From an optimization exercise on the open Yosys and OpenROAD flow, aimed at small area and a short achievable clock period; shortcuts taken in it are not production practice. Function was not checked in any run shown here: the RTL went through the layout flow alone.

==> design.v <==
package xgmii_rx_pkg;
    localparam logic [7:0]  XGMII_TERM  = 8'hFD;
    localparam logic [63:0] START_WORD  = 64'hD5555555555555FB;
    localparam logic [31:0] CRC_POLY_REFL = 32'hEDB88320;
    localparam logic [31:0] CRC_PRESET    = 32'hFFFFFFFF;
endpackage
module xgmii_ctrl_decode (
    input  logic [63:0] xgmii_d_i,
    input  logic [7:0]  xgmii_c_i,
    output logic        start_o,
    output logic        data_o,
    output logic [7:0]  term_at_o
);
    always_comb begin
        for (int l = 0; l < 8; l++) begin
            term_at_o[l] = (xgmii_c_i == 8'(8'hFF << l)) && (xgmii_d_i[8*l +: 8] == 8'hFD);
        end
    end
    assign data_o  = (xgmii_c_i == 8'h00);
    assign start_o = (xgmii_c_i == 8'h01) && (xgmii_d_i == 64'hD5555555555555FB);
endmodule
module xgmii_rx_xor2 (
    input  logic a_i,
    input  logic b_i,
    output logic y_o
);
    assign y_o = a_i ^ b_i;
endmodule
module crc32_d64 (
    input  logic [31:0] crc_i,
    input  logic [63:0] data_i,
    output logic [31:0] crc_o
);
    logic [63:0] din;
    logic x64, x65, x66, x67, x68, x69, x70, x71, x72, x73, x74, x75, x76, x77, x78, x79, x80, x81, x82, x83, x84, x85, x86, x87, x88, x89, x90, x91, x92, x93, x94, x95, x96, x97, x98, x99, x100, x101, x102, x103, x104, x105, x106, x107, x108, x109, x110, x111, x112, x113, x114, x115, x116, x117, x118, x119, x120, x121, x122, x123, x124, x125, x126, x127, x128, x129, x130, x131, x132, x133, x134, x135, x136, x137, x138, x139, x140, x141, x142, x143, x144, x145, x146, x147, x148, x149, x150, x151, x152, x153, x154, x155, x156, x157, x158, x159, x160, x161, x162, x163, x164, x165, x166, x167, x168, x169, x170, x171, x172, x173, x174, x175, x176, x177, x178, x179, x180, x181, x182, x183, x184, x185, x186, x187, x188, x189, x190, x191, x192, x193, x194, x195, x196, x197, x198, x199, x200, x201, x202, x203, x204, x205, x206, x207, x208, x209, x210, x211, x212, x213, x214, x215, x216, x217, x218, x219, x220, x221, x1222, x1223, x1224, x1225, x1226, x1227, x1228, x1229, x1230, x1231, x1232, x1233, x1234, x1235, x1236, x1237, x1238, x1239, x1240, x1241, x1242, x1243, x1244, x1245, x1246, x1247, x1248, x1249, x1250, x1251, x1252, x1253, x1254, x1255, x1256, x1257, x1258, x1259, x1260, x1261, x1262, x1263, x1264, x1265, x1266, x1267, x1268, x1269, x1270, x1271, x1272, x1273, x1274, x1275, x1276, x1277, x1278, x1279, x1280, x1281, x1282, x1283, x1284, x1285, x1286, x1287, x1288, x1289, x1290, x1291, x1292, x1293, x1294, x1295, x1296, x1297, x1298, x1299, x1300, x1301, x1302, x1303, x1304, x1305, x1306, x1307, x1308, x1309, x1310, x1311, x1312, x1313, x1314, x1315, x1316, x1317, x1318, x1319, x1320, x1321, x1322, x1323, x1324, x1325, x1326, x1327, x1328, x1329, x1330, x1331, x1332, x1333, x1334, x1335, x1336, x1337, x1338, x1339, x1340, x1341, x1342, x1343, x1344, x1345, x1346, x1347, x1348, x1349, x1350, x1351, x1352, x1353, x1354, x1355, x1356, x1357, x1358, x1359, x1360, x1361, x1362, x1363, x1364, x1365, x1366, x1367, x1368, x1369, x1370, x1371, x1372, x1373, x1374, x1375, x1376, x1377, x1378, x1379, x1380, x1381, x1382, x1383, x1384, x1385, x1386, x1387, x1388, x1389, x1390, x1391, x1392, x1393, x1394, x1395, x1396, x1397, x1398, x1399, x1400, x1401, x1402, x1403, x1404, x1405, x1406, x1407, x1408, x1409, x1410, x1411, x1412, x1413, x1414, x1415, x1416, x1417, x1418, x1419, x1420, x1421, x1422, x1423, x1424, x1425, x1426, x1427, x1428, x1429, x1430, x1431, x1432, x1433, x1434, x1435, x1436, x1437, x1438, x1439, x1440, x1441, x1442, x1443, x1444, x1445;
    assign din[63:32] = data_i[63:32];
    for (genvar i = 0; i < 32; i++) begin : g_in
        xgmii_rx_xor2 u_x (.a_i(data_i[i]), .b_i(crc_i[i]), .y_o(din[i]));
    end
    xgmii_rx_xor2 u_0 (.a_i(din[3]), .b_i(din[13]), .y_o(x64));
    xgmii_rx_xor2 u_1 (.a_i(din[11]), .b_i(din[12]), .y_o(x65));
    xgmii_rx_xor2 u_2 (.a_i(din[4]), .b_i(din[39]), .y_o(x66));
    xgmii_rx_xor2 u_3 (.a_i(din[32]), .b_i(din[54]), .y_o(x67));
    xgmii_rx_xor2 u_4 (.a_i(din[6]), .b_i(din[16]), .y_o(x68));
    xgmii_rx_xor2 u_5 (.a_i(din[5]), .b_i(din[31]), .y_o(x69));
    xgmii_rx_xor2 u_6 (.a_i(din[7]), .b_i(din[36]), .y_o(x70));
    xgmii_rx_xor2 u_7 (.a_i(din[8]), .b_i(din[37]), .y_o(x71));
    xgmii_rx_xor2 u_8 (.a_i(din[19]), .b_i(din[34]), .y_o(x72));
    xgmii_rx_xor2 u_9 (.a_i(din[10]), .b_i(din[56]), .y_o(x73));
    xgmii_rx_xor2 u_10 (.a_i(din[9]), .b_i(din[60]), .y_o(x74));
    xgmii_rx_xor2 u_11 (.a_i(din[47]), .b_i(x64), .y_o(x75));
    xgmii_rx_xor2 u_12 (.a_i(din[30]), .b_i(din[55]), .y_o(x76));
    xgmii_rx_xor2 u_13 (.a_i(din[15]), .b_i(din[44]), .y_o(x77));
    xgmii_rx_xor2 u_14 (.a_i(din[1]), .b_i(din[14]), .y_o(x78));
    xgmii_rx_xor2 u_15 (.a_i(din[18]), .b_i(din[38]), .y_o(x79));
    xgmii_rx_xor2 u_16 (.a_i(din[35]), .b_i(din[53]), .y_o(x80));
    xgmii_rx_xor2 u_17 (.a_i(din[57]), .b_i(din[63]), .y_o(x81));
    xgmii_rx_xor2 u_18 (.a_i(din[21]), .b_i(x65), .y_o(x82));
    xgmii_rx_xor2 u_19 (.a_i(din[17]), .b_i(x66), .y_o(x83));
    xgmii_rx_xor2 u_20 (.a_i(din[50]), .b_i(din[62]), .y_o(x84));
    xgmii_rx_xor2 u_21 (.a_i(din[25]), .b_i(din[52]), .y_o(x85));
    xgmii_rx_xor2 u_22 (.a_i(din[2]), .b_i(din[59]), .y_o(x86));
    xgmii_rx_xor2 u_23 (.a_i(din[26]), .b_i(din[46]), .y_o(x87));
    xgmii_rx_xor2 u_24 (.a_i(din[45]), .b_i(din[61]), .y_o(x88));
    xgmii_rx_xor2 u_25 (.a_i(din[42]), .b_i(din[58]), .y_o(x89));
    xgmii_rx_xor2 u_26 (.a_i(din[23]), .b_i(din[43]), .y_o(x90));
    xgmii_rx_xor2 u_27 (.a_i(din[20]), .b_i(din[40]), .y_o(x91));
    xgmii_rx_xor2 u_28 (.a_i(din[27]), .b_i(x67), .y_o(x92));
    xgmii_rx_xor2 u_29 (.a_i(din[48]), .b_i(x76), .y_o(x93));
    xgmii_rx_xor2 u_30 (.a_i(din[41]), .b_i(x82), .y_o(x94));
    xgmii_rx_xor2 u_31 (.a_i(din[49]), .b_i(x69), .y_o(x95));
    xgmii_rx_xor2 u_32 (.a_i(din[33]), .b_i(din[51]), .y_o(x96));
    xgmii_rx_xor2 u_33 (.a_i(din[22]), .b_i(x68), .y_o(x97));
    xgmii_rx_xor2 u_34 (.a_i(din[0]), .b_i(x70), .y_o(x98));
    xgmii_rx_xor2 u_35 (.a_i(din[28]), .b_i(din[29]), .y_o(x99));
    xgmii_rx_xor2 u_36 (.a_i(din[24]), .b_i(x71), .y_o(x100));
    xgmii_rx_xor2 u_37 (.a_i(x73), .b_i(x95), .y_o(x101));
    xgmii_rx_xor2 u_38 (.a_i(x74), .b_i(x80), .y_o(x102));
    xgmii_rx_xor2 u_39 (.a_i(x81), .b_i(x84), .y_o(x103));
    xgmii_rx_xor2 u_40 (.a_i(din[13]), .b_i(x83), .y_o(x104));
    xgmii_rx_xor2 u_41 (.a_i(din[32]), .b_i(x77), .y_o(x105));
    xgmii_rx_xor2 u_42 (.a_i(din[11]), .b_i(x92), .y_o(x106));
    xgmii_rx_xor2 u_43 (.a_i(din[0]), .b_i(x72), .y_o(x107));
    xgmii_rx_xor2 u_44 (.a_i(din[12]), .b_i(x90), .y_o(x108));
    xgmii_rx_xor2 u_45 (.a_i(din[5]), .b_i(x97), .y_o(x109));
    xgmii_rx_xor2 u_46 (.a_i(din[39]), .b_i(x69), .y_o(x110));
    xgmii_rx_xor2 u_47 (.a_i(din[34]), .b_i(x75), .y_o(x111));
    xgmii_rx_xor2 u_48 (.a_i(x85), .b_i(x99), .y_o(x112));
    xgmii_rx_xor2 u_49 (.a_i(x87), .b_i(x88), .y_o(x113));
    xgmii_rx_xor2 u_50 (.a_i(din[51]), .b_i(x112), .y_o(x114));
    xgmii_rx_xor2 u_51 (.a_i(din[35]), .b_i(x78), .y_o(x115));
    xgmii_rx_xor2 u_52 (.a_i(din[21]), .b_i(x100), .y_o(x116));
    xgmii_rx_xor2 u_53 (.a_i(din[7]), .b_i(din[61]), .y_o(x117));
    xgmii_rx_xor2 u_54 (.a_i(x74), .b_i(x93), .y_o(x118));
    xgmii_rx_xor2 u_55 (.a_i(din[19]), .b_i(x66), .y_o(x119));
    xgmii_rx_xor2 u_56 (.a_i(din[62]), .b_i(x79), .y_o(x120));
    xgmii_rx_xor2 u_57 (.a_i(x89), .b_i(x96), .y_o(x121));
    xgmii_rx_xor2 u_58 (.a_i(x86), .b_i(x91), .y_o(x122));
    xgmii_rx_xor2 u_59 (.a_i(x71), .b_i(x107), .y_o(x123));
    xgmii_rx_xor2 u_60 (.a_i(din[56]), .b_i(x94), .y_o(x124));
    xgmii_rx_xor2 u_61 (.a_i(din[22]), .b_i(x65), .y_o(x125));
    xgmii_rx_xor2 u_62 (.a_i(din[25]), .b_i(din[43]), .y_o(x126));
    xgmii_rx_xor2 u_63 (.a_i(din[8]), .b_i(din[24]), .y_o(x127));
    xgmii_rx_xor2 u_64 (.a_i(din[29]), .b_i(din[40]), .y_o(x128));
    xgmii_rx_xor2 u_65 (.a_i(din[46]), .b_i(din[48]), .y_o(x129));
    xgmii_rx_xor2 u_66 (.a_i(din[14]), .b_i(din[57]), .y_o(x130));
    xgmii_rx_xor2 u_67 (.a_i(din[54]), .b_i(x75), .y_o(x131));
    xgmii_rx_xor2 u_68 (.a_i(din[20]), .b_i(din[57]), .y_o(x132));
    xgmii_rx_xor2 u_69 (.a_i(din[9]), .b_i(din[10]), .y_o(x133));
    xgmii_rx_xor2 u_70 (.a_i(din[58]), .b_i(x68), .y_o(x134));
    xgmii_rx_xor2 u_71 (.a_i(din[15]), .b_i(din[49]), .y_o(x135));
    xgmii_rx_xor2 u_72 (.a_i(din[28]), .b_i(din[55]), .y_o(x136));
    xgmii_rx_xor2 u_73 (.a_i(x78), .b_i(x116), .y_o(x137));
    xgmii_rx_xor2 u_74 (.a_i(din[42]), .b_i(x128), .y_o(x138));
    xgmii_rx_xor2 u_75 (.a_i(din[36]), .b_i(x106), .y_o(x139));
    xgmii_rx_xor2 u_76 (.a_i(din[17]), .b_i(din[63]), .y_o(x140));
    xgmii_rx_xor2 u_77 (.a_i(din[27]), .b_i(x125), .y_o(x141));
    xgmii_rx_xor2 u_78 (.a_i(din[3]), .b_i(x72), .y_o(x142));
    xgmii_rx_xor2 u_79 (.a_i(din[38]), .b_i(din[41]), .y_o(x143));
    xgmii_rx_xor2 u_80 (.a_i(din[4]), .b_i(din[44]), .y_o(x144));
    xgmii_rx_xor2 u_81 (.a_i(din[15]), .b_i(x80), .y_o(x145));
    xgmii_rx_xor2 u_82 (.a_i(din[34]), .b_i(x89), .y_o(x146));
    xgmii_rx_xor2 u_83 (.a_i(din[9]), .b_i(din[16]), .y_o(x147));
    xgmii_rx_xor2 u_84 (.a_i(din[30]), .b_i(din[35]), .y_o(x148));
    xgmii_rx_xor2 u_85 (.a_i(din[47]), .b_i(x71), .y_o(x149));
    xgmii_rx_xor2 u_86 (.a_i(x64), .b_i(x146), .y_o(x150));
    xgmii_rx_xor2 u_87 (.a_i(x94), .b_i(x102), .y_o(x151));
    xgmii_rx_xor2 u_88 (.a_i(x101), .b_i(x130), .y_o(x152));
    xgmii_rx_xor2 u_89 (.a_i(din[45]), .b_i(x70), .y_o(x153));
    xgmii_rx_xor2 u_90 (.a_i(x108), .b_i(x127), .y_o(x154));
    xgmii_rx_xor2 u_91 (.a_i(din[59]), .b_i(x140), .y_o(x155));
    xgmii_rx_xor2 u_92 (.a_i(x110), .b_i(x122), .y_o(x156));
    xgmii_rx_xor2 u_93 (.a_i(din[24]), .b_i(din[48]), .y_o(x157));
    xgmii_rx_xor2 u_94 (.a_i(din[37]), .b_i(x121), .y_o(x158));
    xgmii_rx_xor2 u_95 (.a_i(x73), .b_i(x98), .y_o(x159));
    xgmii_rx_xor2 u_96 (.a_i(din[25]), .b_i(x101), .y_o(x160));
    xgmii_rx_xor2 u_97 (.a_i(x92), .b_i(x103), .y_o(x161));
    xgmii_rx_xor2 u_98 (.a_i(din[33]), .b_i(x135), .y_o(x162));
    xgmii_rx_xor2 u_99 (.a_i(din[2]), .b_i(din[23]), .y_o(x163));
    xgmii_rx_xor2 u_100 (.a_i(x91), .b_i(x139), .y_o(x164));
    xgmii_rx_xor2 u_101 (.a_i(din[63]), .b_i(x109), .y_o(x165));
    xgmii_rx_xor2 u_102 (.a_i(din[2]), .b_i(x98), .y_o(x166));
    xgmii_rx_xor2 u_103 (.a_i(din[1]), .b_i(din[8]), .y_o(x167));
    xgmii_rx_xor2 u_104 (.a_i(x97), .b_i(x102), .y_o(x168));
    xgmii_rx_xor2 u_105 (.a_i(x79), .b_i(x123), .y_o(x169));
    xgmii_rx_xor2 u_106 (.a_i(din[35]), .b_i(x138), .y_o(x170));
    xgmii_rx_xor2 u_107 (.a_i(din[59]), .b_i(x85), .y_o(x171));
    xgmii_rx_xor2 u_108 (.a_i(din[34]), .b_i(din[37]), .y_o(x172));
    xgmii_rx_xor2 u_109 (.a_i(din[31]), .b_i(x87), .y_o(x173));
    xgmii_rx_xor2 u_110 (.a_i(din[55]), .b_i(x117), .y_o(x174));
    xgmii_rx_xor2 u_111 (.a_i(din[61]), .b_i(x104), .y_o(x175));
    xgmii_rx_xor2 u_112 (.a_i(x90), .b_i(x171), .y_o(x176));
    xgmii_rx_xor2 u_113 (.a_i(x142), .b_i(x164), .y_o(x177));
    xgmii_rx_xor2 u_114 (.a_i(din[6]), .b_i(x115), .y_o(x178));
    xgmii_rx_xor2 u_115 (.a_i(x67), .b_i(x133), .y_o(x179));
    xgmii_rx_xor2 u_116 (.a_i(x106), .b_i(x144), .y_o(x180));
    xgmii_rx_xor2 u_117 (.a_i(x84), .b_i(x88), .y_o(x181));
    xgmii_rx_xor2 u_118 (.a_i(din[1]), .b_i(din[60]), .y_o(x182));
    xgmii_rx_xor2 u_119 (.a_i(x120), .b_i(x150), .y_o(x183));
    xgmii_rx_xor2 u_120 (.a_i(din[7]), .b_i(x72), .y_o(x184));
    xgmii_rx_xor2 u_121 (.a_i(din[39]), .b_i(din[50]), .y_o(x185));
    xgmii_rx_xor2 u_122 (.a_i(din[10]), .b_i(din[58]), .y_o(x186));
    xgmii_rx_xor2 u_123 (.a_i(din[26]), .b_i(x157), .y_o(x187));
    xgmii_rx_xor2 u_124 (.a_i(din[6]), .b_i(din[18]), .y_o(x188));
    xgmii_rx_xor2 u_125 (.a_i(x78), .b_i(x153), .y_o(x189));
    xgmii_rx_xor2 u_126 (.a_i(din[14]), .b_i(x103), .y_o(x190));
    xgmii_rx_xor2 u_127 (.a_i(x108), .b_i(x143), .y_o(x191));
    xgmii_rx_xor2 u_128 (.a_i(x126), .b_i(x137), .y_o(x192));
    xgmii_rx_xor2 u_129 (.a_i(x155), .b_i(x173), .y_o(x193));
    xgmii_rx_xor2 u_130 (.a_i(din[22]), .b_i(x132), .y_o(x194));
    xgmii_rx_xor2 u_131 (.a_i(x94), .b_i(x172), .y_o(x195));
    xgmii_rx_xor2 u_132 (.a_i(din[28]), .b_i(x111), .y_o(x196));
    xgmii_rx_xor2 u_133 (.a_i(din[5]), .b_i(din[30]), .y_o(x197));
    xgmii_rx_xor2 u_134 (.a_i(din[2]), .b_i(din[26]), .y_o(x198));
    xgmii_rx_xor2 u_135 (.a_i(din[23]), .b_i(x180), .y_o(x199));
    xgmii_rx_xor2 u_136 (.a_i(din[42]), .b_i(x113), .y_o(x200));
    xgmii_rx_xor2 u_137 (.a_i(din[38]), .b_i(x134), .y_o(x201));
    xgmii_rx_xor2 u_138 (.a_i(x83), .b_i(x115), .y_o(x202));
    xgmii_rx_xor2 u_139 (.a_i(din[11]), .b_i(x119), .y_o(x203));
    xgmii_rx_xor2 u_140 (.a_i(x113), .b_i(x160), .y_o(x204));
    xgmii_rx_xor2 u_141 (.a_i(din[60]), .b_i(x105), .y_o(x205));
    xgmii_rx_xor2 u_142 (.a_i(din[50]), .b_i(x182), .y_o(x206));
    xgmii_rx_xor2 u_143 (.a_i(din[33]), .b_i(x136), .y_o(x207));
    xgmii_rx_xor2 u_144 (.a_i(x93), .b_i(x205), .y_o(x208));
    xgmii_rx_xor2 u_145 (.a_i(x124), .b_i(x174), .y_o(x209));
    xgmii_rx_xor2 u_146 (.a_i(din[41]), .b_i(x184), .y_o(x210));
    xgmii_rx_xor2 u_147 (.a_i(din[29]), .b_i(x110), .y_o(x211));
    xgmii_rx_xor2 u_148 (.a_i(x104), .b_i(x107), .y_o(x212));
    xgmii_rx_xor2 u_149 (.a_i(din[52]), .b_i(x77), .y_o(x213));
    xgmii_rx_xor2 u_150 (.a_i(x70), .b_i(x120), .y_o(x214));
    xgmii_rx_xor2 u_151 (.a_i(din[16]), .b_i(x114), .y_o(x215));
    xgmii_rx_xor2 u_152 (.a_i(x86), .b_i(x190), .y_o(x216));
    xgmii_rx_xor2 u_153 (.a_i(din[31]), .b_i(din[56]), .y_o(x217));
    xgmii_rx_xor2 u_154 (.a_i(x81), .b_i(x96), .y_o(x218));
    xgmii_rx_xor2 u_155 (.a_i(din[40]), .b_i(din[45]), .y_o(x219));
    xgmii_rx_xor2 u_156 (.a_i(din[43]), .b_i(x118), .y_o(x220));
    xgmii_rx_xor2 u_157 (.a_i(x149), .b_i(x165), .y_o(x221));
    xgmii_rx_xor2 u_158 (.a_i(din[33]), .b_i(din[52]), .y_o(x1222));
    xgmii_rx_xor2 u_159 (.a_i(x1222), .b_i(x133), .y_o(x1223));
    xgmii_rx_xor2 u_160 (.a_i(x1223), .b_i(x93), .y_o(x1224));
    xgmii_rx_xor2 u_161 (.a_i(x1224), .b_i(x201), .y_o(x1225));
    xgmii_rx_xor2 u_162 (.a_i(x202), .b_i(x1225), .y_o(x1226));
    xgmii_rx_xor2 u_163 (.a_i(x1226), .b_i(x177), .y_o(crc_o[0]));
    xgmii_rx_xor2 u_164 (.a_i(din[18]), .b_i(x122), .y_o(x1227));
    xgmii_rx_xor2 u_165 (.a_i(x145), .b_i(x207), .y_o(x1228));
    xgmii_rx_xor2 u_166 (.a_i(x83), .b_i(x98), .y_o(x1229));
    xgmii_rx_xor2 u_167 (.a_i(x101), .b_i(x1227), .y_o(x1230));
    xgmii_rx_xor2 u_168 (.a_i(x1228), .b_i(x1229), .y_o(x1231));
    xgmii_rx_xor2 u_169 (.a_i(x1230), .b_i(x1231), .y_o(x1232));
    xgmii_rx_xor2 u_170 (.a_i(x195), .b_i(x1232), .y_o(crc_o[1]));
    xgmii_rx_xor2 u_171 (.a_i(din[36]), .b_i(din[57]), .y_o(x1233));
    xgmii_rx_xor2 u_172 (.a_i(x1233), .b_i(x64), .y_o(x1234));
    xgmii_rx_xor2 u_173 (.a_i(x67), .b_i(x1234), .y_o(x1235));
    xgmii_rx_xor2 u_174 (.a_i(x206), .b_i(x109), .y_o(x1236));
    xgmii_rx_xor2 u_175 (.a_i(x1235), .b_i(x170), .y_o(x1237));
    xgmii_rx_xor2 u_176 (.a_i(x1236), .b_i(x1237), .y_o(x1238));
    xgmii_rx_xor2 u_177 (.a_i(x124), .b_i(x169), .y_o(x1239));
    xgmii_rx_xor2 u_178 (.a_i(x1238), .b_i(x1239), .y_o(crc_o[2]));
    xgmii_rx_xor2 u_179 (.a_i(din[19]), .b_i(din[9]), .y_o(x1240));
    xgmii_rx_xor2 u_180 (.a_i(x1240), .b_i(x76), .y_o(x1241));
    xgmii_rx_xor2 u_181 (.a_i(x1241), .b_i(x194), .y_o(x1242));
    xgmii_rx_xor2 u_182 (.a_i(x1242), .b_i(x158), .y_o(x1243));
    xgmii_rx_xor2 u_183 (.a_i(x166), .b_i(x178), .y_o(x1244));
    xgmii_rx_xor2 u_184 (.a_i(x191), .b_i(x1243), .y_o(x1245));
    xgmii_rx_xor2 u_185 (.a_i(x1244), .b_i(x175), .y_o(x1246));
    xgmii_rx_xor2 u_186 (.a_i(x1245), .b_i(x1246), .y_o(crc_o[3]));
    xgmii_rx_xor2 u_187 (.a_i(x90), .b_i(x213), .y_o(x1247));
    xgmii_rx_xor2 u_188 (.a_i(x1247), .b_i(x156), .y_o(x1248));
    xgmii_rx_xor2 u_189 (.a_i(x159), .b_i(x1248), .y_o(x1249));
    xgmii_rx_xor2 u_190 (.a_i(x137), .b_i(x183), .y_o(x1250));
    xgmii_rx_xor2 u_191 (.a_i(x1249), .b_i(x1250), .y_o(crc_o[4]));
    xgmii_rx_xor2 u_192 (.a_i(din[3]), .b_i(x143), .y_o(x1251));
    xgmii_rx_xor2 u_193 (.a_i(x219), .b_i(x81), .y_o(x1252));
    xgmii_rx_xor2 u_194 (.a_i(x86), .b_i(x105), .y_o(x1253));
    xgmii_rx_xor2 u_195 (.a_i(x1251), .b_i(x1252), .y_o(x1254));
    xgmii_rx_xor2 u_196 (.a_i(x1253), .b_i(x1254), .y_o(x1255));
    xgmii_rx_xor2 u_197 (.a_i(x168), .b_i(x203), .y_o(x1256));
    xgmii_rx_xor2 u_198 (.a_i(x1255), .b_i(x1256), .y_o(x1257));
    xgmii_rx_xor2 u_199 (.a_i(x1257), .b_i(x192), .y_o(crc_o[5]));
    xgmii_rx_xor2 u_200 (.a_i(din[5]), .b_i(x163), .y_o(x1258));
    xgmii_rx_xor2 u_201 (.a_i(x85), .b_i(x1258), .y_o(x1259));
    xgmii_rx_xor2 u_202 (.a_i(x1259), .b_i(x141), .y_o(x1260));
    xgmii_rx_xor2 u_203 (.a_i(x178), .b_i(x200), .y_o(x1261));
    xgmii_rx_xor2 u_204 (.a_i(x210), .b_i(x1260), .y_o(x1262));
    xgmii_rx_xor2 u_205 (.a_i(x1261), .b_i(x208), .y_o(x1263));
    xgmii_rx_xor2 u_206 (.a_i(x1262), .b_i(x1263), .y_o(crc_o[6]));
    xgmii_rx_xor2 u_207 (.a_i(din[20]), .b_i(din[27]), .y_o(x1264));
    xgmii_rx_xor2 u_208 (.a_i(din[28]), .b_i(din[62]), .y_o(x1265));
    xgmii_rx_xor2 u_209 (.a_i(x1264), .b_i(x1265), .y_o(x1266));
    xgmii_rx_xor2 u_210 (.a_i(x217), .b_i(x68), .y_o(x1267));
    xgmii_rx_xor2 u_211 (.a_i(x80), .b_i(x1266), .y_o(x1268));
    xgmii_rx_xor2 u_212 (.a_i(x1267), .b_i(x162), .y_o(x1269));
    xgmii_rx_xor2 u_213 (.a_i(x75), .b_i(x1268), .y_o(x1270));
    xgmii_rx_xor2 u_214 (.a_i(x1269), .b_i(x154), .y_o(x1271));
    xgmii_rx_xor2 u_215 (.a_i(x166), .b_i(x200), .y_o(x1272));
    xgmii_rx_xor2 u_216 (.a_i(x1270), .b_i(x1271), .y_o(x1273));
    xgmii_rx_xor2 u_217 (.a_i(x1272), .b_i(x1273), .y_o(crc_o[7]));
    xgmii_rx_xor2 u_218 (.a_i(din[17]), .b_i(x129), .y_o(x1274));
    xgmii_rx_xor2 u_219 (.a_i(x144), .b_i(x147), .y_o(x1275));
    xgmii_rx_xor2 u_220 (.a_i(x70), .b_i(x99), .y_o(x1276));
    xgmii_rx_xor2 u_221 (.a_i(x1274), .b_i(x1275), .y_o(x1277));
    xgmii_rx_xor2 u_222 (.a_i(x1276), .b_i(x111), .y_o(x1278));
    xgmii_rx_xor2 u_223 (.a_i(x1277), .b_i(x161), .y_o(x1279));
    xgmii_rx_xor2 u_224 (.a_i(x1278), .b_i(x1279), .y_o(x1280));
    xgmii_rx_xor2 u_225 (.a_i(x1280), .b_i(x192), .y_o(crc_o[8]));
    xgmii_rx_xor2 u_226 (.a_i(din[18]), .b_i(din[1]), .y_o(x1281));
    xgmii_rx_xor2 u_227 (.a_i(din[39]), .b_i(din[45]), .y_o(x1282));
    xgmii_rx_xor2 u_228 (.a_i(din[49]), .b_i(x1281), .y_o(x1283));
    xgmii_rx_xor2 u_229 (.a_i(x1282), .b_i(x198), .y_o(x1284));
    xgmii_rx_xor2 u_230 (.a_i(x77), .b_i(x1283), .y_o(x1285));
    xgmii_rx_xor2 u_231 (.a_i(x1284), .b_i(x114), .y_o(x1286));
    xgmii_rx_xor2 u_232 (.a_i(x1285), .b_i(x1286), .y_o(x1287));
    xgmii_rx_xor2 u_233 (.a_i(x1287), .b_i(x221), .y_o(x1288));
    xgmii_rx_xor2 u_234 (.a_i(x1288), .b_i(x177), .y_o(crc_o[9]));
    xgmii_rx_xor2 u_235 (.a_i(din[53]), .b_i(x163), .y_o(x1289));
    xgmii_rx_xor2 u_236 (.a_i(x185), .b_i(x186), .y_o(x1290));
    xgmii_rx_xor2 u_237 (.a_i(x67), .b_i(x87), .y_o(x1291));
    xgmii_rx_xor2 u_238 (.a_i(x99), .b_i(x1289), .y_o(x1292));
    xgmii_rx_xor2 u_239 (.a_i(x1290), .b_i(x1291), .y_o(x1293));
    xgmii_rx_xor2 u_240 (.a_i(x1292), .b_i(x1293), .y_o(x1294));
    xgmii_rx_xor2 u_241 (.a_i(x189), .b_i(x1294), .y_o(x1295));
    xgmii_rx_xor2 u_242 (.a_i(x195), .b_i(x1295), .y_o(crc_o[10]));
    xgmii_rx_xor2 u_243 (.a_i(din[15]), .b_i(din[38]), .y_o(x1296));
    xgmii_rx_xor2 u_244 (.a_i(din[46]), .b_i(x1296), .y_o(x1297));
    xgmii_rx_xor2 u_245 (.a_i(x76), .b_i(x86), .y_o(x1298));
    xgmii_rx_xor2 u_246 (.a_i(x96), .b_i(x100), .y_o(x1299));
    xgmii_rx_xor2 u_247 (.a_i(x1297), .b_i(x1298), .y_o(x1300));
    xgmii_rx_xor2 u_248 (.a_i(x1299), .b_i(x1300), .y_o(x1301));
    xgmii_rx_xor2 u_249 (.a_i(x131), .b_i(x141), .y_o(x1302));
    xgmii_rx_xor2 u_250 (.a_i(x170), .b_i(x1301), .y_o(x1303));
    xgmii_rx_xor2 u_251 (.a_i(x1302), .b_i(x1303), .y_o(crc_o[11]));
    xgmii_rx_xor2 u_252 (.a_i(din[14]), .b_i(din[16]), .y_o(x1304));
    xgmii_rx_xor2 u_253 (.a_i(din[36]), .b_i(x1304), .y_o(x1305));
    xgmii_rx_xor2 u_254 (.a_i(x217), .b_i(x66), .y_o(x1306));
    xgmii_rx_xor2 u_255 (.a_i(x85), .b_i(x1305), .y_o(x1307));
    xgmii_rx_xor2 u_256 (.a_i(x1306), .b_i(x118), .y_o(x1308));
    xgmii_rx_xor2 u_257 (.a_i(x1307), .b_i(x191), .y_o(x1309));
    xgmii_rx_xor2 u_258 (.a_i(x1308), .b_i(x1309), .y_o(x1310));
    xgmii_rx_xor2 u_259 (.a_i(x196), .b_i(x1310), .y_o(crc_o[12]));
    xgmii_rx_xor2 u_260 (.a_i(din[37]), .b_i(x80), .y_o(x1311));
    xgmii_rx_xor2 u_261 (.a_i(x105), .b_i(x1311), .y_o(x1312));
    xgmii_rx_xor2 u_262 (.a_i(x138), .b_i(x187), .y_o(x1313));
    xgmii_rx_xor2 u_263 (.a_i(x1312), .b_i(x1313), .y_o(x1314));
    xgmii_rx_xor2 u_264 (.a_i(x1314), .b_i(x152), .y_o(x1315));
    xgmii_rx_xor2 u_265 (.a_i(x175), .b_i(x1315), .y_o(crc_o[13]));
    xgmii_rx_xor2 u_266 (.a_i(din[41]), .b_i(x126), .y_o(x1316));
    xgmii_rx_xor2 u_267 (.a_i(x130), .b_i(x197), .y_o(x1317));
    xgmii_rx_xor2 u_268 (.a_i(x219), .b_i(x79), .y_o(x1318));
    xgmii_rx_xor2 u_269 (.a_i(x84), .b_i(x1316), .y_o(x1319));
    xgmii_rx_xor2 u_270 (.a_i(x1317), .b_i(x1318), .y_o(x1320));
    xgmii_rx_xor2 u_271 (.a_i(x134), .b_i(x162), .y_o(x1321));
    xgmii_rx_xor2 u_272 (.a_i(x1319), .b_i(x1320), .y_o(x1322));
    xgmii_rx_xor2 u_273 (.a_i(x1321), .b_i(x1322), .y_o(x1323));
    xgmii_rx_xor2 u_274 (.a_i(x139), .b_i(x1323), .y_o(crc_o[14]));
    xgmii_rx_xor2 u_275 (.a_i(din[12]), .b_i(x136), .y_o(x1324));
    xgmii_rx_xor2 u_276 (.a_i(x185), .b_i(x68), .y_o(x1325));
    xgmii_rx_xor2 u_277 (.a_i(x77), .b_i(x1324), .y_o(x1326));
    xgmii_rx_xor2 u_278 (.a_i(x1325), .b_i(x1326), .y_o(x1327));
    xgmii_rx_xor2 u_279 (.a_i(x158), .b_i(x193), .y_o(x1328));
    xgmii_rx_xor2 u_280 (.a_i(x210), .b_i(x1327), .y_o(x1329));
    xgmii_rx_xor2 u_281 (.a_i(x1328), .b_i(x1329), .y_o(crc_o[15]));
    xgmii_rx_xor2 u_282 (.a_i(din[29]), .b_i(din[59]), .y_o(x1330));
    xgmii_rx_xor2 u_283 (.a_i(din[8]), .b_i(x1330), .y_o(x1331));
    xgmii_rx_xor2 u_284 (.a_i(x188), .b_i(x73), .y_o(x1332));
    xgmii_rx_xor2 u_285 (.a_i(x121), .b_i(x1331), .y_o(x1333));
    xgmii_rx_xor2 u_286 (.a_i(x1332), .b_i(x131), .y_o(x1334));
    xgmii_rx_xor2 u_287 (.a_i(x1333), .b_i(x189), .y_o(x1335));
    xgmii_rx_xor2 u_288 (.a_i(x203), .b_i(x1334), .y_o(x1336));
    xgmii_rx_xor2 u_289 (.a_i(x1335), .b_i(x220), .y_o(x1337));
    xgmii_rx_xor2 u_290 (.a_i(x1336), .b_i(x1337), .y_o(crc_o[16]));
    xgmii_rx_xor2 u_291 (.a_i(din[46]), .b_i(din[4]), .y_o(x1338));
    xgmii_rx_xor2 u_292 (.a_i(x117), .b_i(x1338), .y_o(x1339));
    xgmii_rx_xor2 u_293 (.a_i(x65), .b_i(x122), .y_o(x1340));
    xgmii_rx_xor2 u_294 (.a_i(x1339), .b_i(x213), .y_o(x1341));
    xgmii_rx_xor2 u_295 (.a_i(x123), .b_i(x1340), .y_o(x1342));
    xgmii_rx_xor2 u_296 (.a_i(x1341), .b_i(x1342), .y_o(x1343));
    xgmii_rx_xor2 u_297 (.a_i(x152), .b_i(x220), .y_o(x1344));
    xgmii_rx_xor2 u_298 (.a_i(x1343), .b_i(x1344), .y_o(crc_o[17]));
    xgmii_rx_xor2 u_299 (.a_i(x132), .b_i(x167), .y_o(x1345));
    xgmii_rx_xor2 u_300 (.a_i(x105), .b_i(x1345), .y_o(x1346));
    xgmii_rx_xor2 u_301 (.a_i(x181), .b_i(x75), .y_o(x1347));
    xgmii_rx_xor2 u_302 (.a_i(x101), .b_i(x1346), .y_o(x1348));
    xgmii_rx_xor2 u_303 (.a_i(x1347), .b_i(x201), .y_o(x1349));
    xgmii_rx_xor2 u_304 (.a_i(x1348), .b_i(x1349), .y_o(x1350));
    xgmii_rx_xor2 u_305 (.a_i(x151), .b_i(x1350), .y_o(crc_o[18]));
    xgmii_rx_xor2 u_306 (.a_i(x129), .b_i(x88), .y_o(x1351));
    xgmii_rx_xor2 u_307 (.a_i(x121), .b_i(x1351), .y_o(x1352));
    xgmii_rx_xor2 u_308 (.a_i(x179), .b_i(x82), .y_o(x1353));
    xgmii_rx_xor2 u_309 (.a_i(x97), .b_i(x98), .y_o(x1354));
    xgmii_rx_xor2 u_310 (.a_i(x104), .b_i(x1352), .y_o(x1355));
    xgmii_rx_xor2 u_311 (.a_i(x1353), .b_i(x1354), .y_o(x1356));
    xgmii_rx_xor2 u_312 (.a_i(x1355), .b_i(x1356), .y_o(x1357));
    xgmii_rx_xor2 u_313 (.a_i(x216), .b_i(x1357), .y_o(crc_o[19]));
    xgmii_rx_xor2 u_314 (.a_i(din[13]), .b_i(din[20]), .y_o(x1358));
    xgmii_rx_xor2 u_315 (.a_i(din[51]), .b_i(din[59]), .y_o(x1359));
    xgmii_rx_xor2 u_316 (.a_i(x129), .b_i(x135), .y_o(x1360));
    xgmii_rx_xor2 u_317 (.a_i(x1358), .b_i(x1359), .y_o(x1361));
    xgmii_rx_xor2 u_318 (.a_i(x148), .b_i(x74), .y_o(x1362));
    xgmii_rx_xor2 u_319 (.a_i(x108), .b_i(x119), .y_o(x1363));
    xgmii_rx_xor2 u_320 (.a_i(x1360), .b_i(x1361), .y_o(x1364));
    xgmii_rx_xor2 u_321 (.a_i(x1362), .b_i(x92), .y_o(x1365));
    xgmii_rx_xor2 u_322 (.a_i(x1363), .b_i(x1364), .y_o(x1366));
    xgmii_rx_xor2 u_323 (.a_i(x1365), .b_i(x214), .y_o(x1367));
    xgmii_rx_xor2 u_324 (.a_i(x1366), .b_i(x1367), .y_o(x1368));
    xgmii_rx_xor2 u_325 (.a_i(x1368), .b_i(x221), .y_o(crc_o[20]));
    xgmii_rx_xor2 u_326 (.a_i(din[0]), .b_i(din[58]), .y_o(x1369));
    xgmii_rx_xor2 u_327 (.a_i(din[63]), .b_i(x117), .y_o(x1370));
    xgmii_rx_xor2 u_328 (.a_i(x1369), .b_i(x148), .y_o(x1371));
    xgmii_rx_xor2 u_329 (.a_i(x1370), .b_i(x1371), .y_o(x1372));
    xgmii_rx_xor2 u_330 (.a_i(x206), .b_i(x95), .y_o(x1373));
    xgmii_rx_xor2 u_331 (.a_i(x116), .b_i(x1372), .y_o(x1374));
    xgmii_rx_xor2 u_332 (.a_i(x1373), .b_i(x1374), .y_o(x1375));
    xgmii_rx_xor2 u_333 (.a_i(x196), .b_i(x1375), .y_o(x1376));
    xgmii_rx_xor2 u_334 (.a_i(x199), .b_i(x1376), .y_o(crc_o[21]));
    xgmii_rx_xor2 u_335 (.a_i(din[17]), .b_i(din[30]), .y_o(x1377));
    xgmii_rx_xor2 u_336 (.a_i(din[54]), .b_i(x127), .y_o(x1378));
    xgmii_rx_xor2 u_337 (.a_i(x1377), .b_i(x186), .y_o(x1379));
    xgmii_rx_xor2 u_338 (.a_i(x1378), .b_i(x1379), .y_o(x1380));
    xgmii_rx_xor2 u_339 (.a_i(x142), .b_i(x181), .y_o(x1381));
    xgmii_rx_xor2 u_340 (.a_i(x1380), .b_i(x1381), .y_o(x1382));
    xgmii_rx_xor2 u_341 (.a_i(x141), .b_i(x156), .y_o(x1383));
    xgmii_rx_xor2 u_342 (.a_i(x1382), .b_i(x1383), .y_o(x1384));
    xgmii_rx_xor2 u_343 (.a_i(x215), .b_i(x1384), .y_o(crc_o[22]));
    xgmii_rx_xor2 u_344 (.a_i(din[0]), .b_i(din[23]), .y_o(x1385));
    xgmii_rx_xor2 u_345 (.a_i(din[32]), .b_i(din[4]), .y_o(x1386));
    xgmii_rx_xor2 u_346 (.a_i(din[62]), .b_i(x1385), .y_o(x1387));
    xgmii_rx_xor2 u_347 (.a_i(x1386), .b_i(x188), .y_o(x1388));
    xgmii_rx_xor2 u_348 (.a_i(x64), .b_i(x76), .y_o(x1389));
    xgmii_rx_xor2 u_349 (.a_i(x91), .b_i(x1387), .y_o(x1390));
    xgmii_rx_xor2 u_350 (.a_i(x1388), .b_i(x1389), .y_o(x1391));
    xgmii_rx_xor2 u_351 (.a_i(x114), .b_i(x1390), .y_o(x1392));
    xgmii_rx_xor2 u_352 (.a_i(x1391), .b_i(x193), .y_o(x1393));
    xgmii_rx_xor2 u_353 (.a_i(x1392), .b_i(x1393), .y_o(x1394));
    xgmii_rx_xor2 u_354 (.a_i(x151), .b_i(x1394), .y_o(crc_o[23]));
    xgmii_rx_xor2 u_355 (.a_i(x140), .b_i(x79), .y_o(x1395));
    xgmii_rx_xor2 u_356 (.a_i(x89), .b_i(x91), .y_o(x1396));
    xgmii_rx_xor2 u_357 (.a_i(x1395), .b_i(x1396), .y_o(x1397));
    xgmii_rx_xor2 u_358 (.a_i(x187), .b_i(x111), .y_o(x1398));
    xgmii_rx_xor2 u_359 (.a_i(x1397), .b_i(x168), .y_o(x1399));
    xgmii_rx_xor2 u_360 (.a_i(x211), .b_i(x1398), .y_o(x1400));
    xgmii_rx_xor2 u_361 (.a_i(x1399), .b_i(x1400), .y_o(x1401));
    xgmii_rx_xor2 u_362 (.a_i(x209), .b_i(x1401), .y_o(crc_o[24]));
    xgmii_rx_xor2 u_363 (.a_i(din[33]), .b_i(din[49]), .y_o(x1402));
    xgmii_rx_xor2 u_364 (.a_i(x1402), .b_i(x147), .y_o(x1403));
    xgmii_rx_xor2 u_365 (.a_i(x167), .b_i(x1403), .y_o(x1404));
    xgmii_rx_xor2 u_366 (.a_i(x194), .b_i(x1404), .y_o(x1405));
    xgmii_rx_xor2 u_367 (.a_i(x176), .b_i(x1405), .y_o(x1406));
    xgmii_rx_xor2 u_368 (.a_i(x183), .b_i(x1406), .y_o(x1407));
    xgmii_rx_xor2 u_369 (.a_i(x209), .b_i(x1407), .y_o(crc_o[25]));
    xgmii_rx_xor2 u_370 (.a_i(din[21]), .b_i(din[22]), .y_o(x1408));
    xgmii_rx_xor2 u_371 (.a_i(din[26]), .b_i(din[44]), .y_o(x1409));
    xgmii_rx_xor2 u_372 (.a_i(x1408), .b_i(x1409), .y_o(x1410));
    xgmii_rx_xor2 u_373 (.a_i(x73), .b_i(x89), .y_o(x1411));
    xgmii_rx_xor2 u_374 (.a_i(x102), .b_i(x1410), .y_o(x1412));
    xgmii_rx_xor2 u_375 (.a_i(x1411), .b_i(x1412), .y_o(x1413));
    xgmii_rx_xor2 u_376 (.a_i(x154), .b_i(x1413), .y_o(x1414));
    xgmii_rx_xor2 u_377 (.a_i(x212), .b_i(x216), .y_o(x1415));
    xgmii_rx_xor2 u_378 (.a_i(x1414), .b_i(x1415), .y_o(crc_o[26]));
    xgmii_rx_xor2 u_379 (.a_i(din[24]), .b_i(x79), .y_o(x1416));
    xgmii_rx_xor2 u_380 (.a_i(x88), .b_i(x1416), .y_o(x1417));
    xgmii_rx_xor2 u_381 (.a_i(x218), .b_i(x109), .y_o(x1418));
    xgmii_rx_xor2 u_382 (.a_i(x1417), .b_i(x176), .y_o(x1419));
    xgmii_rx_xor2 u_383 (.a_i(x1418), .b_i(x1419), .y_o(x1420));
    xgmii_rx_xor2 u_384 (.a_i(x208), .b_i(x212), .y_o(x1421));
    xgmii_rx_xor2 u_385 (.a_i(x1420), .b_i(x1421), .y_o(crc_o[27]));
    xgmii_rx_xor2 u_386 (.a_i(din[24]), .b_i(din[3]), .y_o(x1422));
    xgmii_rx_xor2 u_387 (.a_i(din[53]), .b_i(x1422), .y_o(x1423));
    xgmii_rx_xor2 u_388 (.a_i(x1423), .b_i(x118), .y_o(x1424));
    xgmii_rx_xor2 u_389 (.a_i(x214), .b_i(x1424), .y_o(x1425));
    xgmii_rx_xor2 u_390 (.a_i(x1425), .b_i(x199), .y_o(x1426));
    xgmii_rx_xor2 u_391 (.a_i(x204), .b_i(x1426), .y_o(crc_o[28]));
    xgmii_rx_xor2 u_392 (.a_i(din[47]), .b_i(din[6]), .y_o(x1427));
    xgmii_rx_xor2 u_393 (.a_i(x1427), .b_i(x65), .y_o(x1428));
    xgmii_rx_xor2 u_394 (.a_i(x100), .b_i(x119), .y_o(x1429));
    xgmii_rx_xor2 u_395 (.a_i(x1428), .b_i(x207), .y_o(x1430));
    xgmii_rx_xor2 u_396 (.a_i(x1429), .b_i(x1430), .y_o(x1431));
    xgmii_rx_xor2 u_397 (.a_i(x161), .b_i(x1431), .y_o(x1432));
    xgmii_rx_xor2 u_398 (.a_i(x1432), .b_i(x204), .y_o(crc_o[29]));
    xgmii_rx_xor2 u_399 (.a_i(din[12]), .b_i(din[19]), .y_o(x1433));
    xgmii_rx_xor2 u_400 (.a_i(x1433), .b_i(x197), .y_o(x1434));
    xgmii_rx_xor2 u_401 (.a_i(x87), .b_i(x103), .y_o(x1435));
    xgmii_rx_xor2 u_402 (.a_i(x1434), .b_i(x131), .y_o(x1436));
    xgmii_rx_xor2 u_403 (.a_i(x1435), .b_i(x159), .y_o(x1437));
    xgmii_rx_xor2 u_404 (.a_i(x202), .b_i(x1436), .y_o(x1438));
    xgmii_rx_xor2 u_405 (.a_i(x1437), .b_i(x215), .y_o(x1439));
    xgmii_rx_xor2 u_406 (.a_i(x1438), .b_i(x1439), .y_o(crc_o[30]));
    xgmii_rx_xor2 u_407 (.a_i(din[16]), .b_i(x198), .y_o(x1440));
    xgmii_rx_xor2 u_408 (.a_i(x1440), .b_i(x145), .y_o(x1441));
    xgmii_rx_xor2 u_409 (.a_i(x179), .b_i(x218), .y_o(x1442));
    xgmii_rx_xor2 u_410 (.a_i(x75), .b_i(x1441), .y_o(x1443));
    xgmii_rx_xor2 u_411 (.a_i(x1442), .b_i(x211), .y_o(x1444));
    xgmii_rx_xor2 u_412 (.a_i(x1443), .b_i(x1444), .y_o(x1445));
    xgmii_rx_xor2 u_413 (.a_i(x169), .b_i(x1445), .y_o(crc_o[31]));
endmodule
module xgmii_rx_beat (
    input  logic [63:40] xgmii_d_i,
    input  logic [7:0]   xgmii_c_i,
    input  logic         frame_i,
    input  logic         end_i,
    output logic         beat_o
);
    logic more;
    assign more = (xgmii_c_i == 8'h00)
               || ((xgmii_c_i == 8'hE0) && (xgmii_d_i[47:40] == 8'hFD))
               || ((xgmii_c_i == 8'hC0) && (xgmii_d_i[55:48] == 8'hFD))
               || ((xgmii_c_i == 8'h80) && (xgmii_d_i[63:56] == 8'hFD));
    assign beat_o = end_i || (frame_i && more);
endmodule
module xgmii2axis_rx (
    input  logic        clk,
    input  logic        inv_aresetn,
    input  logic [63:0] xgmii_d_i,
    input  logic [7:0]  xgmii_c_i,
    output logic [63:0] m_axis_tdata_o,
    output logic [7:0]  m_axis_tkeep_o,
    output logic        m_axis_tvalid_o,
    output logic        m_axis_tlast_o,
    output logic        m_axis_tuser_o,
    output logic [31:0] good_frames_o,
    output logic [31:0] bad_frames_o
);
    function automatic logic [31:0] residue_at(input logic [2:0] lane);
        case (lane)
            3'd0: residue_at = 32'h842A3990;
            3'd1: residue_at = 32'h94784E13;
            3'd2: residue_at = 32'h1C759789;
            3'd3: residue_at = 32'h19F6EB51;
            3'd4: residue_at = 32'h9ADD2096;
            3'd5: residue_at = 32'h62932081;
            3'd6: residue_at = 32'h4E3D5E5C;
            default: residue_at = 32'h39DD08E2;
        endcase
    endfunction
    function automatic logic [7:0] last_keep(input logic [2:0] lane);
        case (lane)
            3'd0: last_keep = 8'h0F;
            3'd1: last_keep = 8'h1F;
            3'd2: last_keep = 8'h3F;
            3'd3: last_keep = 8'h7F;
            3'd4: last_keep = 8'hFF;
            3'd5: last_keep = 8'h01;
            3'd6: last_keep = 8'h03;
            default: last_keep = 8'h07;
        endcase
    endfunction
    logic        x_start, x_data, x_beat;
    logic [7:0]  x_term_at;
    logic [63:0] held_q;
    logic        h_start_q, h_data_q;
    logic [7:0]  h_term_at_q;
    logic        first_q, data_q;
    logic        h_frame, h_tail, h_end;
    logic [31:0] crc_q;
    logic [31:0] crc_next;
    logic        crc_hit;
    logic [7:0]  h_keep;
    logic        end_q, end_good_q;
    logic [63:0] tdata_q;
    logic [7:0]  tkeep_q;
    logic        tvalid_q, tlast_q, tuser_q;
    logic [31:0] good_q, bad_q;
    logic [63:0] ctrl_mask;
    always_comb begin
        for (int l = 0; l < 8; l++) ctrl_mask[8*l +: 8] = {8{xgmii_c_i[l]}};
    end
    assign h_frame = (first_q || data_q) && h_data_q;
    assign h_tail  = data_q && |h_term_at_q[7:5];
    assign h_end   = data_q && !h_data_q;
    xgmii_ctrl_decode u_decode (
        .xgmii_d_i   (xgmii_d_i),
        .xgmii_c_i   (xgmii_c_i),
        .start_o     (x_start),
        .data_o      (x_data),
        .term_at_o   (x_term_at)
    );
    xgmii_rx_beat u_beat (
        .xgmii_d_i (xgmii_d_i[63:40]),
        .xgmii_c_i (xgmii_c_i),
        .frame_i   (h_frame),
        .end_i     (end_q),
        .beat_o    (x_beat)
    );
    crc32_d64 u_crc (
        .crc_i  (crc_q),
        .data_i (held_q),
        .crc_o  (crc_next)
    );
    always_comb begin
        logic [31:0] residue;
        residue = '0;
        h_keep  = 8'hFF;
        for (int l = 0; l < 8; l++) begin
            if (h_term_at_q[l]) begin
                residue = residue | residue_at(3'(l));
                h_keep  = last_keep(3'(l));
            end
        end
        crc_hit = (|h_term_at_q) && (crc_next == residue);
    end
    always_ff @(posedge clk) begin
        held_q      <= xgmii_d_i & ~ctrl_mask;
        h_term_at_q <= x_term_at;
        crc_q       <= (h_start_q && !data_q) ? xgmii_rx_pkg::CRC_PRESET : crc_next;
        if (h_frame || h_tail) tdata_q <= held_q;
        end_good_q  <= crc_hit;
        if (!end_q) tkeep_q <= h_end ? h_keep : 8'hFF;
        tlast_q     <= end_q;
        tuser_q     <= end_q && end_good_q;
        if (inv_aresetn) begin
            h_start_q <= 1'b0;
            h_data_q  <= 1'b0;
            first_q   <= 1'b0;
            data_q    <= 1'b0;
            end_q     <= 1'b0;
            tvalid_q  <= 1'b0;
            good_q    <= '0;
            bad_q     <= '0;
        end else begin
            h_start_q <= x_start;
            h_data_q  <= x_data;
            first_q   <= h_start_q && !data_q;
            data_q    <= h_frame;
            end_q     <= h_end;
            tvalid_q  <= x_beat;
            if (end_q) begin
                if (end_good_q) good_q <= good_q + 1'b1;
                else bad_q <= bad_q + 1'b1;
            end
        end
    end
    assign m_axis_tdata_o  = tdata_q;
    assign m_axis_tkeep_o  = tkeep_q;
    assign m_axis_tvalid_o = tvalid_q;
    assign m_axis_tlast_o  = tlast_q;
    assign m_axis_tuser_o  = tuser_q;
    assign good_frames_o   = good_q;
    assign bad_frames_o    = bad_q;
endmodule
==> standard.sh <==
#!/bin/bash
# synth_recipe.tcl (not shown) runs the flow's synth.tcl, then flattens the netlist and writes it again
# the make line also repeats each setting of config.mk as NAME=value (left out here)
make -C /OpenROAD-flow-scripts/flow DESIGN_CONFIG=/design/flow/config.mk WORK_HOME=/design/flow/orfs CLKGATE_MAP_FILE= SYNTH_SCRIPT=/design/flow/synth_recipe.tcl "${@:-finish}"
==> config.mk <==
export PLATFORM = sky130hd
export DESIGN_NAME = xgmii2axis_rx
export DESIGN_NICKNAME = xgmii2axis_rx
export VERILOG_FILES = /design/flow/design.v
export SDC_FILE = /design/flow/constraint.sdc
export NUM_CORES = 4
export LEC_CHECK = 0
export CAP_MARGIN = 20
export CORE_MARGIN = 2
export CORE_UTILIZATION = 40
export CTS_CLUSTER_DIAMETER = 90
export CTS_CLUSTER_SIZE = 24
export SLEW_MARGIN = 20
export SYNTH_HIERARCHICAL = 1
==> constraint.sdc <==
create_clock -name core_clock -period 15.0 [get_ports {clk}]
set_input_delay 3.0000 -clock core_clock [delete_from_list [all_inputs] [get_ports {clk}]]
set_output_delay 3.0000 -clock core_clock [all_outputs]
set_load 0.01 [all_outputs]
==> flow/run.sh <==
#!/bin/bash
# The standard layout, with plain buffers (not delay cells) on the ports
set -euo pipefail
bash standard.sh "BUFFER_PORTS_ARGS=-buffer_cell sky130_fd_sc_hd__buf_2" finish > layout.log 2>&1
==> notes.md, run 1 <==
- Final ANT Viol Nets: 0
- Grt peak-use layer: met2
- Crit Path Category: flip-flop to flip-flop
- Die X: 185 um
- Antenna violations before repair: 4
- First-pass GRT wire length: 60500 um
- DR WL/cell: 21.8 um
- Mapped Area: 13100 um^2
- Slew HR: 0.257
- Syn nets: 1348
- Register area share after synthesis: 0.434
- GRT overflow: 0
- Vias: 9864
- Routing usage on met3: 0.0393
- Fillcell total: 3191
- Met2 Track Usage GR: 0.368
- Final WL: 42200 um
- Area grow syn2layout: 15.6%
- Period minus WS final: 4670 ps
- Max Root-Sink Buffers: 3
- Register area: 5680 um^2
- CP Max Fanout: 4
- Crit share post-route: 0.312
- Pre-Repair DR Iteration Count: 5
- DP Area: 14600 um^2
- RSZ-0062 raised after global routing: false
- Clock-pin slew on the worst setup and hold paths: 90 ps
- I/O Pins: 213
- Final Setup Violations: 0
- Most common flop cell mapped by yosys: dfxtp_1
- Skew-Pair Late Insertion Delay: 520 ps
- Root Driver: clkbuf_16
- Req. time, crit path: 15430 ps
- Top-area cell type share of the netlist area: 0.314
- Clock skew: 26.5 ps
- Fin. max-slew vios: 0
- Total GRT Usage: 0.242
- 1st-iter DRT viols: 745
- DP HPWL: 33300 um
- Final core occ: 0.467
- Final #Nets: 1557
- Yosys top cell by area: xor2_1
- Top-count cell post-synth: xor2_1
- Yosys reg bits: 248
- Status: no timing/DRC/antenna violations
- Least-Margin Pin Slew: 1110 ps
- Fraction of layout cells with a size suffix above 1: 0.177
- H-tree depth: 1
- Vias in the first global route: 9354
- Footprint of the multi-input gates: 7220 um^2
- Final std cell area, no fill: 15100 um^2
- Post-CTS Setup Bufs: 0
- M1 GR Usage: 0.353
- Setup TNS: 0 ps
- Post-synthesis async set-or-reset flop share: 0
- Post_cts resized: 0
- WHS: 444 ps
- Final hold violation count: 0
- Vias per cell: 5.10
- Synth top area cells: xor2_1 31%, dfxtp_1 27%, edfxtp_1 16%
- Die Area: 34200 um^2
- Hold buffers post-CTS: 0
- Die Ht: 185 um
- Worst EP arrival: 5110 ps
- Core Area: 32400 um^2
- EDFF count, synth: 71
- Starting Density: 0.404
- Highest Clock Rate: 214 MHz
- Synth warn: 8
- Maxcap violations: 0
- Mapped Cells: 1272
- Setup crit end kind: flip-flop
- Synth cell count leaders: 469 x xor2_1, 177 x dfxtp_1, 74 x nor2_1
- Worst min path class: flip-flop to flip-flop
- Cell row count: 66
- Total CTS buffers: 15
- Largest net degree at the start of global routing: 71
- Placer congestion estimate: 1.03
- CTS sink count: 248
- CTS tree: yes
- # DRC: 0
- Worst Setup Start Kind: flip-flop
- Count of cell types in the netlist: 70
- Syn_area_per_cell: 10.3 um^2
- Port Buffer Count: 211
## placed cells by master, fill, tap and decap left out, types with 5 or more instances in the layout
| master | instances |
|---|---|
| inv_1 | 20 |
| and4_1 | 5 |
| edfxtp_1 | 71 |
| or2_2 | 6 |
| nor2_1 | 74 |
| nor3_1 | 22 |
| nor4_1 | 23 |
| nand2_1 | 33 |
| nor2b_1 | 67 |
| a21oi_1 | 22 |
| dfxtp_1 | 177 |
| xnor2_1 | 30 |
| nand2b_1 | 34 |
| nand4_1 | 31 |
| clkbuf_16 | 16 |
| or3_1 | 19 |
| o21ai_0 | 22 |
| nand3_1 | 21 |
| xor2_1 | 469 |
| buf_4 | 8 |
| clkbuf_1 | 5 |
| and3_1 | 16 |
| and2_1 | 7 |
| buf_2 | 211 |
## modules after synthesis (local to each module, per instance), excerpt
module             area, um^2  flops+latches  copies in the design  cells inside
xgmii2axis_rx            8670            248                     1           754
xgmii_ctrl_decode         368              0                     1            55
xgmii_rx_beat             131              0                     1            17
xgmii_rx_xor2            8.76              0                   446             1
## worst paths after layout
path / cells after the start / end / from / slack (ps)
max: 12 / end_good_q$_DFF_P_ / held_q[15]$_DFF_P_ / 10330
min: 0 / tdata_q[16]$_DFFE_PP_ / held_q[16]$_DFF_P_ / 440
max reg2reg: 12 / end_good_q$_DFF_P_ / held_q[15]$_DFF_P_ / 10330
min reg2reg: 0 / tdata_q[16]$_DFFE_PP_ / held_q[16]$_DFF_P_ / 440
## stage by stage
stage,worst slack [ps],std cells
after detailed placement,10300,1906
after global routing,10190,1933
after CTS,10450,1932
after global placement,10330,1906
after floorplan,10820,1272
final,10330,1934
## cell type report
| class | count | area share |
|---|---|---|
| clock inverters | 5 | 0.00348 |
| multi-input cells | 977 | 0.478 |
| well taps | 442 | 0.0366 |
| flip-flops and latches | 248 | 0.375 |
| inverters | 20 | 0.00497 |
| diodes | 2 | 0.000331 |
| repair buffers | 219 | 0.0738 |
| clock buffers | 21 | 0.0277 |
## critical path: stages, from the launching register on
cell and delay, ps:
dfxtp_1 420, xor2_1 590, xor2_1 620, xor2_1 580, xor2_1 220, xor2_1 370
xor2_1 290, xor2_1 420, xor2_1 110, o21ai_0 210, nor4b_1 310, nand4_1 160
nor4_2 280
## per-layer routing
layer,share of wire,vias up
met5,0,-
met4,0.027,0
met3,0.068,62
met2,0.44,381
met1,0.47,4736
li1,-,4685
## registers in the layout, summed over array words and instances (netlist names)
signal / cells
tvalid_q: 1
data_q: 1
end_q: 1
bad_q: 32
good_q: 32
tlast_q: 1
held_q: 64
crc_q: 32
first_q: 1
h_start_q: 1
h_term_at_q: 8
h_data_q: 1
tdata_q: 64
tkeep_q: 7
end_good_q: 1
tuser_q: 1
## logic make-up after synthesis
group	synth area share
muxes	0.000765
and+or+nand+nor	0.174
xor gates and xnor gates	0.334
other	0.000287
adders and majority gates	0.00191
AOI/OAI and AO/OA	0.0400
DFF	0.434
buffers and inverters	0.0147
==> inputs of run 2 (changes only) <==
==> flow/run.sh (replaced) <==
#!/bin/bash
# The standard layout, with plain buffers (not delay cells) on the ports, and timing repair
# aimed at a 4.25 ns period (setup margin 10.75 ns on the 15 ns clock)
set -euo pipefail
bash standard.sh "BUFFER_PORTS_ARGS=-buffer_cell sky130_fd_sc_hd__buf_2" SETUP_SLACK_MARGIN=10.75 finish > layout.log 2>&1
==> notes.md, run 2 <==
- CP endpoint: h_start_q$_SDFF_PP0_
- Period minus WS final: 4200 ps
- Crit path depth: 6
- Largest net degree at the start of global routing: 71
- Vias: 9832
- CTS tree: yes
- Worst EP arrival: 4650 ps
- CP top delay family: simple AND/OR/NAND/NOR gates
- Syn_area_per_cell: 10.3 um^2
- Top-area cell type share of the netlist area: 0.314
- Reg2reg end: end_good_q$_DFF_P_
- Placer congestion estimate: 1.03
- Skew-Pair Late Insertion Delay: 520 ps
- Synth cell count leaders: 469 x xor2_1, 177 x dfxtp_1, 74 x nor2_1
- # DRC: 0
- Worst Setup Start Kind: primary input
- Register area share after synthesis: 0.434
- Final #Nets: 1557
- Total GRT Usage: 0.243
- Worst min path class: flip-flop to flip-flop
- Die X: 185 um
- Cell row count: 66
- Most common flop cell mapped by yosys: dfxtp_1
- I/O Pins: 213
- Core Area: 32400 um^2
- Yosys reg bits: 248
- Final WL: 42100 um
- Final std cell area, no fill: 15400 um^2
- Clock-pin slew on the worst setup and hold paths: 90 ps
- Fraction of layout cells with a size suffix above 1: 0.201
- EDFF count, synth: 71
- Buffers & Inverters on Critical Path: 1
- Max Root-Sink Buffers: 3
- Die Area: 34200 um^2
- Starting Density: 0.404
- Post-synthesis async set-or-reset flop share: 0
- Biggest regs: held_q (64), tdata_q (64)
- Count of cell types in the netlist: 70
- Crit share post-route: 0.280
- Maxcap violations: 0
- Vias in the first global route: 9357
- DP Area: 14600 um^2
- Root Driver: clkbuf_16
- Final hold violation count: 0
- Setup slack after layout: 10800 ps
- Reg2Reg Setup Slack: 10810 ps
- Syn nets: 1348
- H-tree depth: 1
- CTS sink count: 248
- DR WL/cell: 21.8 um
- Most common cell after layout, fill and taps aside: xor2_1
- R2r worst-path depth: 13
- 1st-iter DRT viols: 863
- Crit path from: xgmii_d_i[6]
- Slew HR: 0.289
- Synth top area cells: xor2_1 31%, dfxtp_1 27%, edfxtp_1 16%
- Final Setup Violations: 0
- Yosys top cell by area: xor2_1
- Pre-Repair DR Iteration Count: 5
- Slowest-stage cell, CP: or4b_1
- Post-CTS Setup Bufs: 0
- First-pass GRT wire length: 60500 um
- Least-Margin Pin Slew: 1060 ps
- Max incr delay on CP: 490 ps
- DP HPWL: 33300 um
- Vias per cell: 5.08
- Status: no timing/DRC/antenna violations
- Total CTS buffers: 15
- Clock skew: 23.5 ps
- Setup crit end kind: flip-flop
- Area grow syn2layout: 18.0%
- CP Max Fanout: 2
- GRT overflow: 0
- Antenna violations before repair: 4
- Setup TNS: 0 ps
- Crit-path cells: buf_2 -> nand4_1 -> nor4_2 -> or4b_1 -> nor4_2 -> nor2b_1
- Crit Path Category: primary input to flip-flop
- Mapped Cells: 1272
- Port Buffer Count: 211
- Die Ht: 185 um
- Top cell by count, worst path: nor4_2
- Highest Clock Rate: 238 MHz
- RSZ-0062 raised after global routing: true
- Req. time, crit path: 15450 ps
- Final core occ: 0.477
- Most frequent cells in the layout: 434 x xor2_1, 210 x buf_2, 177 x dfxtp_1
- Fin. max-slew vios: 0
- Synth warn: 8
- Worst r2r src: held_q[4]$_DFF_P_
- Final ANT Viol Nets: 0
- Top-count cell post-synth: xor2_1
- Mapped Area: 13100 um^2
- DP Worst Slack: 10300 ps
[run 2: cell counts after synthesis]
Identical to the previous run, type by type.
[run 2: logic make-up after synthesis]
kind of cell,after synthesis,share of synthesized area
and+or+nand+nor,395,0.174
DFF,248,0.434
AOI/OAI and AO/OA,79,0.0400
adders and majority gates,2,0.00191
buffers and inverters,47,0.0147
xor gates and xnor gates,499,0.334
muxes,1,0.000765
other,1,0.000287
[run 2: per-layer routing]
metal	vias to the layer above	wire [um]	share of wire	global-route usage
met4	0	1220	0.029	0.0790
met2	390	18300	0.43	0.365
met5	-	0	0	0
li1	4657	-	-	-
met1	4714	19500	0.46	0.351
met3	71	3070	0.073	0.0429
[run 2: worst reg2reg max path: cells and delay by family, from the launching register on]
kind            cells  cell delay [ps]
compound gates      3              850
xor+xnor            7             2110
simple gates        2              600
flops               1              370
buf+inv             1              210
[run 2: through the flow]
stage          hold WS [ps]  cells
2_1_floorplan           404   1272
3_3_place_gp            433   1906
3_5_place_dp            440   1906
4_1_cts                 453   1932
5_1_grt                 454   1933
6_report                449   1934
[run 2: repair_timing]
item,in CTS,in global routing
gates resized for setup,8,33
pin swaps,0,1
hold buffers,0,0
setup endpoints to repair,1,2
[run 2: layout make-up]
class | instances | area [um^2]
Clock buffer | 21 | 419
Sequential cell | 248 | 5680
Antenna cell | 2 | 5.00
Tap cell | 442 | 553
Inverter | 20 | 75.1
Multi-Input combinational cell | 977 | 7530
Timing Repair Buffer | 219 | 1120
Clock inverter | 5 | 52.6
Fill cell | 3156 | 16900
[run 2: modules after synthesis (local to each module, per instance), a selection]
module,cells inside,flip-flops and latches,times used
xgmii_ctrl_decode,55,0,1
xgmii_rx_beat,17,0,1
xgmii2axis_rx,754,248,1
xgmii_rx_xor2,1,0,446
[run 2: how the worst min path moves through the flow]
| stage | startpoint | cells after the start | end | slack (ps) |
|---|---|---|---|---|
| global placement | held_q[3]$_DFF_P_ | 0 | tdata_q[3]$_DFFE_PP_ | 430 |
| CTS | held_q[16]$_DFF_P_ | 0 | tdata_q[16]$_DFFE_PP_ | 450 |
| floorplan | end_q$_SDFF_PP0_ | 0 | tlast_q$_DFF_P_ | 400 |
| global route | held_q[16]$_DFF_P_ | 0 | tdata_q[16]$_DFFE_PP_ | 450 |
| detailed placement | held_q[0]$_DFF_P_ | 0 | tdata_q[0]$_DFFE_PP_ | 440 |
| finish | held_q[16]$_DFF_P_ | 0 | tdata_q[16]$_DFFE_PP_ | 450 |

## afterwards: timing with drivers on the ports
How much do the figures lean on ideal ports? The routed layouts below were timed once more, with nothing changed but the port constraints.
Step 1 assumes that a clkbuf_16 drives the clock port and a buf_2 every other input.
Step 2 moves the port delays by t, midway between the first and last clock arrival at a register: inputs arrive t later, outputs are due t later. That takes back most of the time a late clock gives input paths.
Slacks: ideal ports / drivers / drivers and shift; pairs: ideal ports / drivers.
run | t, ns | slack for setup (ns) | worst setup path at the end | latest minus earliest clock arrival (ns)
run 1 | 0.552 | 10.326 / 10.326 / 10.281 | input to register | 0.028 / 0.027
run 2 | 0.558 | 10.804 / 10.788 / 10.275 | input to register | 0.024 / 0.024
After both steps setup and hold are still met in every run listed. For run 2, which loses most, drivers alone change the setup slack by -0.016 ns; drivers and shift together by -0.529 ns.
